Background: an optimization exercise with open tools, aiming at small area and a short achievable clock period. Do not read the settings as production practice.
The RTL was checked by simulation tests, not by an equivalence proof against the original design.
No activity file was given, so power comes from the tool's default toggle rates.

Design apb_slave_mem_top, start of the top module:
module apb_slave_mem_top (
  input  logic        PCLK,
  input  logic        PRESET,
  input  logic        PSEL,
  input  logic        PENABLE,
  input  logic [2:0]  PPROT,
  input  logic        PWRITE,
  input  logic [1:0]  PSTRB,
  input  logic [9:0]  PADDR,
  input  logic [15:0] PWDATA,
  output logic [15:0] PRDATA,
  output logic        PREADY,
  output logic        PSLVERR
);
Size in the first run: ~6,500 cells after synthesis, roughly 4,200 flip-flops, ~0.11 mm² of cells after synthesis.
clock: 5.0 ns
lec_check: 0
cap_margin: 20
core_margin: 2
core_utilization: 65
cts_cluster_diameter: 60
cts_cluster_size: 36
setup_slack_margin: 3.0
slew_margin: 20
synth_hierarchical: 1
standard.sh (not shown) runs the stock make flow with config.mk's settings and CLKGATE_MAP_FILE= SYNTH_SCRIPT=/design/flow/synth_recipe.tcl, a recipe that flattens the netlist after the stock synthesis.
==> flow/flow/run.sh <==
#!/bin/bash
# Own layout flow: the standard layout (standard.sh), with the slow
# complex cells (three- and four-high transistor stacks, 4:1 muxes, 4-input
# OR/NOR) also marked don't-use, so synthesis and timing repair build the
# read multiplexer from faster cells. Make's full output goes to
# make_finish.log in the work folder; ORFS keeps each step's log under
# orfs/logs.
set -euo pipefail
DONT_USE=" sky130_fd_sc_hd__probe_p_8 sky130_fd_sc_hd__probec_p_8 sky130_fd_sc_hd__lpflow_bleeder_1 sky130_fd_sc_hd__lpflow_clkbufkapwr_1 sky130_fd_sc_hd__lpflow_clkbufkapwr_16 sky130_fd_sc_hd__lpflow_clkbufkapwr_2 sky130_fd_sc_hd__lpflow_clkbufkapwr_4 sky130_fd_sc_hd__lpflow_clkbufkapwr_8 sky130_fd_sc_hd__lpflow_clkinvkapwr_1 sky130_fd_sc_hd__lpflow_clkinvkapwr_16 sky130_fd_sc_hd__lpflow_clkinvkapwr_2 sky130_fd_sc_hd__lpflow_clkinvkapwr_4 sky130_fd_sc_hd__lpflow_clkinvkapwr_8 sky130_fd_sc_hd__lpflow_decapkapwr_12 sky130_fd_sc_hd__lpflow_decapkapwr_3 sky130_fd_sc_hd__lpflow_decapkapwr_4 sky130_fd_sc_hd__lpflow_decapkapwr_6 sky130_fd_sc_hd__lpflow_decapkapwr_8 sky130_fd_sc_hd__lpflow_inputiso0n_1 sky130_fd_sc_hd__lpflow_inputiso0p_1 sky130_fd_sc_hd__lpflow_inputiso1n_1 sky130_fd_sc_hd__lpflow_inputiso1p_1 sky130_fd_sc_hd__lpflow_inputisolatch_1 sky130_fd_sc_hd__lpflow_isobufsrc_1 sky130_fd_sc_hd__lpflow_isobufsrc_16 sky130_fd_sc_hd__lpflow_isobufsrc_2 sky130_fd_sc_hd__lpflow_isobufsrc_4 sky130_fd_sc_hd__lpflow_isobufsrc_8 sky130_fd_sc_hd__lpflow_isobufsrckapwr_16 sky130_fd_sc_hd__lpflow_lsbuf_lh_hl_isowell_tap_1 sky130_fd_sc_hd__lpflow_lsbuf_lh_hl_isowell_tap_2 sky130_fd_sc_hd__lpflow_lsbuf_lh_hl_isowell_tap_4 sky130_fd_sc_hd__lpflow_lsbuf_lh_isowell_4 sky130_fd_sc_hd__lpflow_lsbuf_lh_isowell_tap_1 sky130_fd_sc_hd__lpflow_lsbuf_lh_isowell_tap_2 sky130_fd_sc_hd__lpflow_lsbuf_lh_isowell_tap_4  sky130_fd_sc_hd__a2111o_1 sky130_fd_sc_hd__a2111o_2 sky130_fd_sc_hd__a2111o_4 sky130_fd_sc_hd__a2111oi_0 sky130_fd_sc_hd__a2111oi_1 sky130_fd_sc_hd__a2111oi_2 sky130_fd_sc_hd__a2111oi_4 sky130_fd_sc_hd__a221o_1 sky130_fd_sc_hd__a221o_2 sky130_fd_sc_hd__a221o_4 sky130_fd_sc_hd__a221oi_1 sky130_fd_sc_hd__a221oi_2 sky130_fd_sc_hd__a221oi_4 sky130_fd_sc_hd__a222oi_1 sky130_fd_sc_hd__a2bb2o_1 sky130_fd_sc_hd__a2bb2o_2 sky130_fd_sc_hd__a2bb2o_4 sky130_fd_sc_hd__a311o_1 sky130_fd_sc_hd__a311o_2 sky130_fd_sc_hd__a311o_4 sky130_fd_sc_hd__a311oi_1 sky130_fd_sc_hd__a311oi_2 sky130_fd_sc_hd__a311oi_4 sky130_fd_sc_hd__a31o_1 sky130_fd_sc_hd__a31o_2 sky130_fd_sc_hd__a31o_4 sky130_fd_sc_hd__a31oi_1 sky130_fd_sc_hd__a31oi_2 sky130_fd_sc_hd__a31oi_4 sky130_fd_sc_hd__a32o_1 sky130_fd_sc_hd__a32o_2 sky130_fd_sc_hd__a32o_4 sky130_fd_sc_hd__a32oi_1 sky130_fd_sc_hd__a32oi_2 sky130_fd_sc_hd__a32oi_4 sky130_fd_sc_hd__a41o_1 sky130_fd_sc_hd__a41o_2 sky130_fd_sc_hd__a41o_4 sky130_fd_sc_hd__a41oi_1 sky130_fd_sc_hd__a41oi_2 sky130_fd_sc_hd__a41oi_4 sky130_fd_sc_hd__mux4_1 sky130_fd_sc_hd__mux4_2 sky130_fd_sc_hd__mux4_4 sky130_fd_sc_hd__nor4_1 sky130_fd_sc_hd__nor4_2 sky130_fd_sc_hd__nor4_4 sky130_fd_sc_hd__o2111a_1 sky130_fd_sc_hd__o2111a_2 sky130_fd_sc_hd__o2111a_4 sky130_fd_sc_hd__o2111ai_1 sky130_fd_sc_hd__o2111ai_2 sky130_fd_sc_hd__o2111ai_4 sky130_fd_sc_hd__o221a_1 sky130_fd_sc_hd__o221a_2 sky130_fd_sc_hd__o221a_4 sky130_fd_sc_hd__o221ai_1 sky130_fd_sc_hd__o221ai_2 sky130_fd_sc_hd__o221ai_4 sky130_fd_sc_hd__o2bb2a_1 sky130_fd_sc_hd__o2bb2a_2 sky130_fd_sc_hd__o2bb2a_4 sky130_fd_sc_hd__o311a_1 sky130_fd_sc_hd__o311a_2 sky130_fd_sc_hd__o311a_4 sky130_fd_sc_hd__o311ai_0 sky130_fd_sc_hd__o311ai_1 sky130_fd_sc_hd__o311ai_2 sky130_fd_sc_hd__o311ai_4 sky130_fd_sc_hd__o31a_1 sky130_fd_sc_hd__o31a_2 sky130_fd_sc_hd__o31a_4 sky130_fd_sc_hd__o31ai_1 sky130_fd_sc_hd__o31ai_2 sky130_fd_sc_hd__o31ai_4 sky130_fd_sc_hd__o32a_1 sky130_fd_sc_hd__o32a_2 sky130_fd_sc_hd__o32a_4 sky130_fd_sc_hd__o32ai_1 sky130_fd_sc_hd__o32ai_2 sky130_fd_sc_hd__o32ai_4 sky130_fd_sc_hd__o41a_1 sky130_fd_sc_hd__o41a_2 sky130_fd_sc_hd__o41a_4 sky130_fd_sc_hd__o41ai_1 sky130_fd_sc_hd__o41ai_2 sky130_fd_sc_hd__o41ai_4 sky130_fd_sc_hd__or4_1 sky130_fd_sc_hd__or4_2 sky130_fd_sc_hd__or4_4  sky130_fd_sc_hd__nor4b_1 sky130_fd_sc_hd__nor4b_2 sky130_fd_sc_hd__nor4b_4 sky130_fd_sc_hd__nor4bb_1 sky130_fd_sc_hd__nor4bb_2 sky130_fd_sc_hd__nor4bb_4 sky130_fd_sc_hd__or4b_1 sky130_fd_sc_hd__or4b_2 sky130_fd_sc_hd__or4b_4 sky130_fd_sc_hd__or4bb_1 sky130_fd_sc_hd__or4bb_2 sky130_fd_sc_hd__or4bb_4 "
bash standard.sh "DONT_USE_CELLS=$DONT_USE" finish > make_finish.log 2>&1
The starting point went through all stages and came out clean.
Edit:
Settings changed: CORE_UTILIZATION 65 to 70, CTS_CLUSTER_DIAMETER 60 to 90, CTS_CLUSTER_SIZE 36 to 34, SETUP_SLACK_MARGIN 3.0 to 2.55.
Result: Non-clock buffer count drops by 151. Clock-buffer cell count drops by 23. Total power drops by 6.8%. Clock power drops by 19%. Core utilization climbs by 2.1 points. Hold slack gets better by 0.015 ns. Setup slack gets worse by 0.085 ns. Via count drops by 1.7%.
Edit:
Settings changed: CORE_UTILIZATION 70 to 65, CTS_CLUSTER_DIAMETER 90 to 80, CTS_CLUSTER_SIZE 34 to 30, SETUP_SLACK_MARGIN 2.55 to 3.5.
Worst setup slack improved by 0.12 ns.
Synthesized cell count stays the same.
Count of clock-buffer cells in the layout is higher by 13.
Power is higher by 1.4%.
Non-clock buffer count is higher by 118.
Final cell count is higher by 3.3%.
Final area is higher by about 2.8%.
Via count is higher by 0.90%.
Sequential power barely changes.
Area after synthesis is unchanged.
Sequential cell count stays the same.
Edit:
Settings changed: SETUP_SLACK_MARGIN 3.5 to 3.0, TNS_END_PERCENT set to 20.
What happened:
- The new run finished with timing, DRC and antenna clean
- worst hold slack barely changes
- wire length decreases by 1.9%
- critical path depth is unchanged
- synthesized cell count does not change
- clock power barely changes

==> afterwards: timing with drivers on the ports <==
The results above use ideal ports. As a check the final layouts listed here were re-extracted and re-timed, cells and wires unchanged.
Step 1 (the two cells are an assumption about what drives the block):
set clk [get_ports {PCLK}]
set_driving_cell -lib_cell sky130_fd_sc_hd__clkbuf_16 $clk
set_driving_cell -lib_cell sky130_fd_sc_hd__buf_2 [delete_from_list [all_inputs] $clk]
Step 2 times the ports against the registers' clock, not the clock port: input delays grow and output delays shrink by t, the midpoint of the rising clock arrivals with the driver on.
Slacks: no drivers / after step 1 / after step 2; pairs: no drivers / after step 1.
| run | t, ns | slack for setup (ns) | hold slack, ns |
|---|---|---|---|
| the first run | 0.934 | 2.537 / 2.448 / 1.514 | 0.312 / 0.282 / 0.312 |
| the second run | 0.907 | 2.452 / 2.469 / 1.562 | 0.327 / 0.288 / 0.327 |
| the third run | 0.897 | 2.577 / 2.457 / 1.559 | 0.318 / 0.318 / 0.318 |
| the fourth run | 0.899 | 2.515 / 2.437 / 1.537 | 0.315 / 0.315 / 0.315 |
After both steps setup and hold are still met in every run listed. The setup slack of the first run, which loses most, moves by -0.089 ns with the drivers and by -1.023 ns with both steps.
